What follows belongs to an exercise in optimizing a design on an open flow for small area, a short achievable clock period and few clock cycles per item; a production flow would make more cautious choices.
Only simulation tests tie the RTL to the original design; equivalence was not proved.

// path_option_payoff
module path_option_payoff #(
  parameter int MAX_PATH_LEN = pop_pkg::MaxPathLen
) (
  input  logic                       clk_i,
  input  logic                       rst_ni,
  input  logic                       sample_valid_i,
  output logic                       sample_ready_o,
  input  logic [pop_pkg::PriceW-1:0] sample_price_i,
  input  logic                       sample_last_i,
  output logic                       result_valid_o,
  input  logic                       result_ready_i,
  output logic [pop_pkg::PriceW-1:0] result_payoff_o,
  output logic                       result_crossed_o,
  input  logic                       cfg_valid_i,
  output logic                       cfg_ready_o,
  input  logic [pop_pkg::CfgIdxW-1:0] cfg_index_i,
  input  logic [pop_pkg::CfgDataW-1:0] cfg_data_i
);
Size: ~3100 cells after synthesis, ~400 flip-flops, roughly 110 I/O pins, ~0.029 sq mm of cells after synthesis.
export LEC_CHECK = 0
export CAP_MARGIN = 20
export CORE_MARGIN = 2
export CORE_UTILIZATION = 55
export SETUP_SLACK_MARGIN = 5
export SLEW_MARGIN = 20
create_clock -name core_clock -period 11.0 [get_ports {clk_i}]
standard.sh (not shown) runs the stock make flow with config.mk's settings and CLKGATE_MAP_FILE= SYNTH_SCRIPT=/design/flow/synth_recipe.tcl, a recipe that flattens the netlist after the stock synthesis.
==> flow/flow/run.sh <==
#!/bin/bash
set -euo pipefail
bash standard.sh SETUP_SLACK_MARGIN=6.3 finish > standard.log 2>&1
Testbench counts at the start, summed over its fixed seeds: cycles 67,214, paths 2,560.
Change:
--- a/flow/design.v
+++ b/flow/design.v
@@ -66,19 +66,15 @@
         2'd2: second_q <= cfg_data_i;
         default: disc_q <= cfg_data_i[16:0];
       endcase
     end
   end
   logic m_look, m_comp, m_bar;
-  logic s_comp;
-  always_ff @(posedge clk_i) begin
-    m_look <= (mode_q == 2'd1);
-    m_bar  <= (mode_q == 2'd2);
-    m_comp <= (mode_q == 2'd3);
-    s_comp <= (mode_q == 2'd3);
-  end
+  assign m_look = (mode_q == 2'd1);
+  assign m_bar  = (mode_q == 2'd2);
+  assign m_comp = (mode_q == 2'd3);
   logic        s_mul1_q, s_sub_q, s_mul2_q, s_div_q, s_done_q;
   logic        s_idle;
   logic [4:0]  step_q;
   logic [31:0] xn_q;
   logic [31:0] b_q;
   logic        bx_q, by_q;
@@ -98,13 +94,13 @@
     if (rdy_q) begin
       x_q   <= sample_price_i;
       lst_q <= sample_last_i;
     end
   end
   logic [31:0]     min_q;
-  logic            ab_q;       
+  logic            cr_q;
   logic [CntW-1:0] cnt_q;
   logic            first_q;    
   logic            pend_q;     
   logic [31:0]     ex_q;       
   logic            v2_q;       
   logic            first2_q;   
@@ -118,33 +114,29 @@
   logic [31:0] ex_d;
   always_comb begin
     diff   = {1'b0, x_q} - {1'b0, second_q};
     above  = !diff[32] && (diff[31:0] != '0);
     cnt_ok = first_q || !cnt_q[CntW-1];
     if (!proc)                     ex_d = '0;
-    else if (!s_comp)              ex_d = x_q;
+    else if (!m_comp)              ex_d = x_q;
     else if (diff[32] || !cnt_ok)  ex_d = '0;
     else                           ex_d = diff[31:0];
   end
   always_ff @(posedge clk_i) begin
     ex_q <= ex_d;
-    ab_q <= proc && above;
     if (proc) begin
       min_q <= (first_q || (x_q < min_q)) ? x_q : min_q;
+      cr_q  <= (cr_q && !first_q) || above;
       cnt_q <= first_q ? CntW'(1) : (cnt_q + CntW'(!cnt_q[CntW-1]));
     end
   end
   logic [SumW-1:0] sum_q;
   logic [SumW-1:0] sum_n;
-  logic            cr_q;
-  logic            cr_n;
-  assign sum_n = ((v2_q && (first2_q || !s_comp)) ? '0 : sum_q) + SumW'(ex_q);
-  assign cr_n  = (cr_q && !(v2_q && first2_q)) || ab_q;
+  assign sum_n = ((v2_q && (first2_q || !m_comp)) ? '0 : sum_q) + SumW'(ex_q);
   always_ff @(posedge clk_i) begin
     sum_q <= sum_n;
-    cr_q  <= cr_n;
   end
   logic pend_d, v_d, rdy_d;
   logic s_idle_d;
   assign pend_d = (proc && lst_q) || (pend_q && !take);
   assign v_d    = acc_s || (v_q && blk);
   assign rdy_d  = !(v_d && pend_d && !s_idle_d);
@@ -246,14 +238,12 @@
       szero = m_bar && pcr_q;
     end
     sd   = {1'b0, sa} - {1'b0, sb} - 33'(scin);
     sneg = sd[32] || szero;
     sres = sneg ? '0 : sd[31:0];
   end
-  logic dskip;
-  assign dskip = s_div_q && (acc_q[9:0] == '0) && ({bx_q, b_q[31:25]} == '0) && (step_q <= 5'd12);
   logic mul_last, div_last;
   assign mul_last = s_mul1_q ? mlast_q : (step_q[2:0] == 3'd4);
   assign div_last = (step_q == 5'd16);
   logic n_mul1, n_sub, n_mul2, n_div, n_done;
   always_comb begin
     n_mul1 = (take && m_look) || (s_mul1_q && !mul_last);
@@ -279,18 +269,18 @@
       s_div_q  <= n_div;
       s_done_q <= n_done;
       mlast_q <= s_mul1_q && (step_q[2:0] == 3'd7);
       if (s_sub_q || (s_mul1_q && mul_last) || (s_div_q && div_last) || !(s_mul1_q || s_mul2_q || s_div_q))
         step_q <= '0;
       else
-        step_q <= step_q + (dskip ? 5'd4 : 5'd1);
+        step_q <= step_q + 5'd1;
     end
   end
   always_ff @(posedge clk_i) begin
     if (take) begin
-      pcr_q <= cr_n;
+      pcr_q <= cr_q;
       sat_q <= 1'b0;
       xn_q  <= m_comp ? {21'd0, cnt_q} : sum_n[31:0];
     end else if (s_mul2_q && mul_last) begin
       sat_q <= t[32];
       xn_q  <= t[31:0];
     end else if (s_sub_q && m_comp) begin
@@ -301,14 +291,12 @@
     if (s_mul1_q || s_mul2_q) begin
       acc_q <= t[36:4];
       b_q   <= {t[3:0], b_q[31:4]};
     end else if (s_sub_q) begin
       acc_q <= 33'h0_0000_8000;
       b_q   <= {15'd0, disc_q};
-    end else if (dskip) begin
-      {bx_q, b_q, by_q} <= {b_q[24:0], by_q, 8'd0};
     end else if (s_div_q) begin
       acc_q[9:0]  <= r2;
       {bx_q, b_q, by_q} <= {b_q, by_q, qb};
     end else begin
       b_q   <= m_comp ? sum_n[31:0] : min_q;
       bx_q  <= sum_n[32];
After rerunning: The changed run completed with no timing, DRC or antenna violations. Setup slack gets better by 0.046 ns. First-iteration DRC count goes down by 12%. Routed wire length goes down by 3.2%. Final area goes down by 1.2%. Worst hold slack stays flat. Sequential share of layout area goes down by 0.14 points. Final cell count goes down by 0.79%. Synthesized area goes down by 1.6%. Global-route usage goes down by 0.52 points. Critical path depth goes up by 4.
Testbench counts after the change, summed over its fixed seeds: cycles 68,934, paths 2,560.

-- what the ideal ports hide --
Ports are ideal in the flow. The routed layouts listed here were re-timed in OpenROAD. Step 1 sets driving cells, clkbuf_16 on the clock port and buf_2 on the other inputs (assumed; they add their load-dependent delay and slew). Step 2, shift: input delay + t, output delay - t, t = (earliest + latest rising clock arrival at the registers) / 2. This alone moves slack from input paths to output paths. Slacks: ideal ports / drivers / drivers and shift; pairs: ideal ports / drivers.
| run | t, ns | slack for setup (ns) | worst register clock-pin slew, ns |
|---|---|---|---|
| the first run | 0.665 | 6.310 / 6.310 / 5.942 | 0.07 / 0.07 |
| the second run | 0.649 | 6.356 / 6.356 / 5.877 | 0.06 / 0.06 |
After both steps every run listed still meets setup and hold. For the second run, which loses most, drivers alone change the setup slack by 0.000 ns; drivers and shift together by -0.479 ns.
